What follows belongs to an exercise in optimizing a design on an open flow for small area and a short achievable clock period; a production flow would make more cautious choices.

==> inputs of trial 57 <==
==> flow/design.v (excerpt) <==
module iir_biquad_filter #(
  parameter int unsigned NB   = 10,
  parameter int unsigned NC   = 10,
  parameter int unsigned FRAC = 9
) (
  input  logic                 CLK,
  input  logic                 RST,
  input  logic signed [NB-1:0] DIN,
  input  logic                 VIN,
  input  logic                 COEF_WE,
  input  logic [2:0]           COEF_ADDR,
  input  logic signed [NC-1:0] COEF_DATA,
  input  logic                 COEF_COMMIT,
  input  logic                 FLUSH,
  input  logic                 BYPASS,
  input  logic                 CLR_SAT,
  output logic signed [NB-1:0] DOUT,
  output logic                 VOUT,
  output logic                 SAT
);
  localparam int unsigned NCOEF = 5;
  logic [NC-1:0] shd_q [NCOEF];
  logic [NC-1:0] act_q [NCOEF];
  logic [NC-1:0] act_d [NCOEF];
  logic [NB-1:0] x1_q, x2_q, y1_q, y2_q;
  logic [NB-1:0] x1_d, x2_d, y1_d, y2_d;
  logic [NB-1:0] dout_q;
  logic          vout_q, sat_q;
  logic [21:0]   pre_a_q, pre_b_q;
  logic [21:0]   pre_a_d, pre_b_d;
  logic [21:0]   acc_c;
  logic [NB-1:0] y_c;
  logic          clip_c;
  logic          filt_c;
  always_comb begin
    for (int i = 0; i < NCOEF; i++) act_d[i] = COEF_COMMIT ? shd_q[i] : act_q[i];
    x1_d = x1_q;
    x2_d = x2_q;
    y1_d = y1_q;
    y2_d = y2_q;
    if (filt_c) begin
      x2_d = x1_q;
      x1_d = DIN;
      y2_d = y1_q;
      y1_d = y_c;
    end
    if (FLUSH) begin
      x1_d = '0;
      x2_d = '0;
      y1_d = '0;
      y2_d = '0;
    end
  end
  wire pb1_one0, pb1_two0, pb1_neg0;
  assign pb1_one0 = act_d[1][0] ^ 1'b0;
  assign pb1_two0 = (act_d[1][1] & ~act_d[1][0] & ~1'b0) | (~act_d[1][1] & act_d[1][0] & 1'b0);
  assign pb1_neg0 = act_d[1][1] & ~(act_d[1][0] & 1'b0);
  wire [10:0] pb1_r0;
  assign pb1_r0[0] = (pb1_one0 & x1_d[0]) ^ pb1_neg0;
  assign pb1_r0[1] = ((pb1_one0 & x1_d[1]) | (pb1_two0 & x1_d[0])) ^ pb1_neg0;
  ...
Settings: LEC_CHECK=0, ABC_AREA=1, CAP_MARGIN=20, CORE_MARGIN=2, CORE_UTILIZATION=40, SETUP_SLACK_MARGIN=4.5, SLEW_MARGIN=20, SYNTH_HIERARCHICAL=1, SYNTH_MINIMUM_KEEP_SIZE=0; clock period 11.0 ns.
run.sh (not shown) runs the stock make flow with config.mk's settings and CLKGATE_MAP_FILE= SYNTH_SCRIPT=/design/flow/synth_recipe.tcl, a recipe that flattens the netlist after the stock synthesis.
==> trial 44 (differences from trial 57) <==
==> flow/flow/run.sh (new file) <==
#!/bin/bash
# Layout flow: the standard flow (standard.sh) with two changes: the
# ports are buffered with a plain buffer cell, and timing repair only resizes
# and swaps cells (no buffer insertion or gate cloning). Each step's full
# output goes to a log file of its own in the work folder.
set -euo pipefail
bash standard.sh synth > synth.log 2>&1
bash standard.sh "BUFFER_PORTS_ARGS=-buffer_cell sky130_fd_sc_hd__buf_2" \
  "SETUP_MOVE_SEQUENCE=unbuffer,sizeup,swap" finish > layout.log 2>&1
==> flow/standard.sh (new file) <==
#!/bin/bash
# synth_recipe.tcl (not shown) runs the flow's synth.tcl, then flattens the netlist and writes it again
# the make line also repeats each setting of config.mk as NAME=value (left out here)
make -C /OpenROAD-flow-scripts/flow DESIGN_CONFIG=/design/flow/config.mk WORK_HOME=/design/flow/orfs CLKGATE_MAP_FILE= SYNTH_SCRIPT=/design/flow/synth_recipe.tcl "${@:-finish}"
removed: flow/run.sh
==> run summary <==
| metric | trial 57 | trial 44 |
|---|---|---|
| Status | timing/DRC/antenna clean | timing/DRC/antenna clean |
| Finished Cell Area | 23200 um^2 | 21500 um^2 |
| Number of non-clock inverters | 239 | 237 |
| Clock latency on the worst-skew pair | 450 ps | 470 ps |
| Critical path required time | 11340 ps | 11400 ps |
| Final Util | 49.5% | 46.0% |
| Instance count on the critical path | 25 | 15 |
| Setup Skew | 11.9 ps | 15.1 ps |
| Number of antenna violations at the first check in global routing | 0 | 1 |
| Wire length of the first global-routing pass | 94.6 mm | 92.4 mm |
| Relative slew slack | 35.5% | 30.5% |
| Non-filler cells, final | 2757 | 2637 |
| Clkbuf count | 18 | 19 |
| Maximum number of pins on one net before global-route repair | 174 | 184 |
| Met3 demand-to-capacity share in global routing | 4.70% | 5.27% |
Function was not checked in any run of this note: the RTL went through the layout flow alone.

-- separate check: timing with driven ports --
How much do the figures lean on ideal ports? The routed layouts below were timed once more, with nothing changed but the port constraints. Step 1, drivers: a clkbuf_16 drives CLK and a buf_2 each remaining input, both assumed. Step 2 moves the port delays by t, midway between the first and last clock arrival at a register: inputs arrive t later, outputs are due t later. That takes back most of the time a late clock gives input paths. Slacks: ideal / step 1 / step 2; pairs: ideal / step 1.
| run | t, ns | slack for setup (ns) | latest minus earliest clock arrival (ns) | worst slew at a driven data input, ns |
|---|---|---|---|---|
| trial 57 | 0.498 | 4.400 / 4.426 / 3.928 | 0.014 / 0.013 | 0.06 |
| trial 44 | 0.516 | 4.147 / 4.150 / 3.634 | 0.015 / 0.015 | 0.05 |
After both steps every run listed still meets setup and hold. For trial 44, which loses most, drivers alone change the setup slack by +0.003 ns; drivers and shift together by -0.513 ns.
